From an optimization exercise on the open Yosys and OpenROAD flow, aimed at small area, a short achievable clock period and few clock cycles per item; shortcuts taken in it are not production practice. RTL that was checked went through simulation tests only; none was proved equivalent to the original. No activity file was given, so power comes from the tool's default toggle rates.

// audio_resample_packetizer_unit
module audio_resample_packetizer_unit (
  input  wire logic                       clk_i,
  input  wire logic                       rst_ni,
  input  wire logic                       in_valid_i,
  output logic                            in_ready_o,
  input  wire logic [31:0]                in_first_channel_i,
  input  wire logic [31:0]                in_second_channel_i,
  input  wire logic                       in_buffer_start_i,
  input  wire logic                       in_silent_i,
  input  wire logic [63:0]                in_time_ns_i,
  output logic                            out_valid_o,
  input  wire logic                       out_ready_i,
  output logic [15:0]                     out_left_sample_o,
  output logic [15:0]                     out_right_sample_o,
  output logic [15:0]                     out_packet_sequence_o,
  output logic                            out_first_of_packet_o,
  output logic                            out_last_of_packet_o,
  output logic [63:0]                     out_packet_time_ns_o,
  output logic                            out_last_of_run_o,
  input  wire logic                       cfg_we_i,
  input  wire logic [arp_pkg::CIDX_W-1:0] cfg_index_i,
  input  wire logic [arp_pkg::CFG_W-1:0]  cfg_wdata_i
);
For scale: about 1800 cells after synthesis, roughly 240 flip-flops, roughly 270 I/O pins, ~0.018 sq mm of cells after synthesis.
make LEC_CHECK=0 CAP_MARGIN=20 CORE_MARGIN=2 CORE_UTILIZATION=40 PLACE_DENSITY=0.6 SETUP_SLACK_MARGIN=4.8 SLEW_MARGIN=20 finish   # period 8.0 ns
run.sh (not shown) runs the stock make flow with config.mk's settings and CLKGATE_MAP_FILE= SYNTH_SCRIPT=/design/flow/synth_recipe.tcl, a recipe that flattens the netlist after the stock synthesis.
The baseline produced a clean layout.
Then changed:
--- a/flow/design.v
+++ b/flow/design.v
@@ -111,14 +111,14 @@
   input  wire logic [W-1:0] b_i,
   input  wire logic         c_i,
   output logic      [W-1:0] s_o
 );
   localparam int unsigned L = (W > 16) ? 5 : (W > 8) ? 4 : (W > 4) ? 3 : (W > 2) ? 2 : 1;
   logic [W-1:0] p;
-  logic [W-1:0] gg [L+1];
-  logic [W-1:0] pp [L+1];
+  logic [L:0][W-1:0] gg;
+  logic [L:0][W-1:0] pp;
   logic [W-1:0] cy;
   always_comb begin
     p     = a_i ^ b_i;
     gg[0] = a_i & b_i;
     pp[0] = p;
     for (int l = 0; l < L; l++) begin
@@ -160,13 +160,13 @@
   input  wire logic                       cfg_we_i,
   input  wire logic [arp_pkg::CIDX_W-1:0] cfg_index_i,
   input  wire logic [arp_pkg::CFG_W-1:0]  cfg_wdata_i
 );
   localparam int unsigned PW = arp_pkg::PHASE_W;
   localparam int unsigned RW = arp_pkg::RATE_W;
-  localparam logic [PW-1:0] NEG_OUT = -PW'(arp_pkg::OUTPUT_RATE);
+  localparam logic [PW-1:0] NEG_OUT = 21'h1F4480;
   logic [RW-1:0] rate_q;
   logic [1:0]    fmt_q;
   logic          stereo_q;
   logic [RW-1:0] wrate;
   assign wrate = (cfg_wdata_i[RW-1:0] < RW'(arp_pkg::MIN_RATE))
                ? RW'(arp_pkg::MIN_RATE) : cfg_wdata_i[RW-1:0];
After rerunning: The new run completed without violations; via count is higher by about 1.8%; global-route usage rose by 1.6 points; maximum frequency went up by 3.5%; routed wire length came out higher by 2.9%; power rises by 53%; setup slack gains 130 ps; clock-buffer cell count decreases by 5; synthesized area stays flat; combinational power rises by 120%; core utilization came out lower by 1.0 points.
Testbench counts after the change, summed over its fixed seeds: cycles 10,882, items 6,400.
Only the layout flow was run in the first run of this note; the RTL was not checked for function there.


rev 12:
audio_resample_packetizer_unit, a different RTL version from the one above (not shown whole).
Size in the first run: ~1,700 cells after synthesis, ~240 flip-flops, about 270 I/O pins, roughly 17,000 um2 of cells after synthesis.
Settings: LEC_CHECK=0, CAP_MARGIN=20, CORE_MARGIN=2, CORE_UTILIZATION=55, CTS_BUF_LIST=sky130_fd_sc_hd__clkbuf_8, PLACE_DENSITY=0.7, SETUP_SLACK_MARGIN=4.3, SLEW_MARGIN=20; clock period 8.0 ns.
standard.sh (not shown) runs the stock make flow with config.mk's settings and CLKGATE_MAP_FILE= SYNTH_SCRIPT=/design/flow/synth_recipe.tcl, a recipe that flattens the netlist after the stock synthesis.
==> flow/flow/run.sh <==
#!/bin/bash
# Own layout flow: the standard flow, with every input and output port
# buffered by the smallest buffer (sky130_fd_sc_hd__buf_1) instead of the
# resizer's default choice. Everything else is the standard.sh.
set -euo pipefail
export BUFFER_PORTS_ARGS="-buffer_cell sky130_fd_sc_hd__buf_1"
bash standard.sh finish > flow_standard.log 2>&1 || { tail -50 flow_standard.log; exit 1; }
tail -5 flow_standard.log
Testbench counts of rev 12, summed over its fixed seeds: cycles 10,882, items 6,400.
Changes in rev 13 relative to rev 12:
--- a/flow/design.v
+++ b/flow/design.v
@@ -1,16 +1,16 @@
 `default_nettype none
 package arp_pkg;
   localparam int unsigned PACKET_FRAMES = 960;
   localparam int unsigned OUTPUT_RATE   = 48000;
   localparam int unsigned MIN_RATE      = 8000;
   localparam int unsigned RATE_W  = 19;
-  localparam int unsigned PHASE_W = 20;   
+  localparam int unsigned PHASE_W = 21;   
   localparam int unsigned FRAME_W = 10;
   localparam int unsigned CFG_W   = 19;
   localparam int unsigned CIDX_W  = 2;
   localparam logic [CIDX_W-1:0] REG_SOURCE_RATE   = 2'd0;
   localparam logic [CIDX_W-1:0] REG_SAMPLE_FORMAT = 2'd1;
   localparam logic [CIDX_W-1:0] REG_STEREO_SOURCE = 2'd2;
   localparam logic [1:0] FMT_FLOAT = 2'd0;
   localparam logic [1:0] FMT_PCM16 = 2'd1;
   localparam logic [1:0] FMT_PCM32 = 2'd2;
@@ -66,34 +66,34 @@
   input  wire logic [15:0] v_i,
   input  wire logic [3:0]  u_i,
   input  wire logic        st_i,
   input  wire logic        sgn_i,
   input  wire logic        big_i,
   input  wire logic        tiny_i,
   input  wire logic        float_i,
   output logic      [15:0] sample_o
 );
-  logic [15:0] sh1, sh2, sh3, sh4, af, fin;
+  logic [15:0] sh1, sh2, sh3, sh4, lmask, af, fin;
   logic        g2, s2, r2, rf;
   arp_add #(.W(16)) u_inc (
     .a_i (af ^ {16{sgn_i}}),
     .b_i (16'd0),
     .c_i (rf ^ sgn_i),
     .s_o (fin)
   );
   always_comb begin
     sh1   = u_i[3] ? {8'd0, v_i[15:8]} : v_i;
     sh2   = u_i[2] ? {4'd0, sh1[15:4]} : sh1;
     sh3   = u_i[1] ? {2'd0, sh2[15:2]} : sh2;
     sh4   = u_i[0] ? {1'd0, sh3[15:1]} : sh3;
     g2    = sh4[0];
-    s2    = st_i | (u_i[3] && (|v_i[7:0])) | (u_i[2] && (|sh1[3:0]))
-          | (u_i[1] && (|sh2[1:0])) | (u_i[0] && sh3[0]);
+    lmask = ~(16'hFFFF << u_i);
+    s2    = st_i | (|(v_i & lmask));
     r2    = g2 && (s2 || sh4[1]);
     if (big_i) begin
       af = 16'h7FFF;
       rf = 1'b0;
     end else if (tiny_i) begin
       af = 16'h0000;
       rf = 1'b0;
     end else begin
       af = {1'b0, sh4[15:1]};
@@ -157,19 +157,19 @@
   output logic                            out_last_of_packet_o,
   output logic [63:0]                     out_packet_time_ns_o,
   output logic                            out_last_of_run_o,
   input  wire logic                       cfg_we_i,
   input  wire logic [arp_pkg::CIDX_W-1:0] cfg_index_i,
   input  wire logic [arp_pkg::CFG_W-1:0]  cfg_wdata_i
 );
   localparam int unsigned PW = arp_pkg::PHASE_W;
   localparam int unsigned RW = arp_pkg::RATE_W;
-  localparam logic [PW-1:0] NEG_OUT = 20'hF4480;
+  localparam logic [PW-1:0] NEG_OUT = 21'h1F4480;
   logic [RW-1:0] rate_q;
   logic [1:0]    fmt_q;
   logic          stereo_q;
   logic [RW-1:0] wrate;
   assign wrate = (cfg_wdata_i[RW-1:0] < RW'(arp_pkg::MIN_RATE))
                ? RW'(arp_pkg::MIN_RATE) : cfg_wdata_i[RW-1:0];
   always_ff @(posedge clk_i or negedge rst_ni) begin
     if (!rst_ni) begin
       rate_q   <= RW'(arp_pkg::OUTPUT_RATE);
- sky130_fd_sc_hd__or4_4 as the master of the slowest instance on the critical path was reported by rev 12, and sky130_fd_sc_hd__a21o_1 by rev 13.
- Delta (rev 13 minus rev 12): part of the total power dissipated in the clock network now smaller; number of synthesized register bits +2; data required time of the critical path now sits lower.
- Final area (rev 13 vs. rev 12) increases slightly
- Rev 12 reports its class of the most critical setup path as input port to flip-flop while rev 13 reports input port to output port.
- Clock sink total delta for rev 13 relative to rev 12: 0.83% higher
- Synthesized cell count, rev 13 vs rev 12: up by a few percent
- The die height in rev 13 sits 0.73% above the value recorded for rev 12.
- Number of antenna repair diodes: rev 13 < rev 12
- Max iteration count of the initial detailed-routing pass across rev 12 and rev 13: rev 13
- Rev 13 vs. rev 12: tap cell count went up by 6.
- NOTE via count of the first global-routing pass rev 12->rev 13 increased by a few percent
- Delta (rev 13 minus rev 12): total detailed-routing wirelength increased by 2.5% relative to the old numbers; measured slew at the worst slew-check pin increased by 0.023 ns relative to the old numbers.
- A last element of the critical path of in_ready_o is what rev 13 shows, while i_v1[15]$_DFFE_PP_ belongs to rev 12.
The RTL of rev 13 was laid out without a check of its function.

==> what the ideal ports hide <==
No port has a modelled driver above. Below, the same layouts with a new extraction and two added sets of constraints.
Step 1 assumes that a clkbuf_16 drives the clock port and a buf_2 every other input.
Step 2 also shifts input and output timing later by t, the mid clock arrival at the registers, as if the neighbouring blocks saw the same clock.
Slacks: no drivers / after step 1 / after step 2; pairs: no drivers / after step 1.
run	shift t [ns]	setup WS [ns]	worst register clock-pin slew, ns
the first run of note 1	0.623	4.164 / 4.119 / 3.854	0.06 / 0.06
the second run of note 1	0.631	4.295 / 4.224 / 3.703	0.07 / 0.07
rev 12	0.634	4.260 / 4.264 / 3.630	0.07 / 0.07
rev 13	0.618	4.318 / 4.285 / 3.789	0.06 / 0.06
After both steps every run listed still meets setup and hold. For rev 12, which loses most, drivers alone change the setup slack by +0.004 ns; drivers and shift together by -0.630 ns.
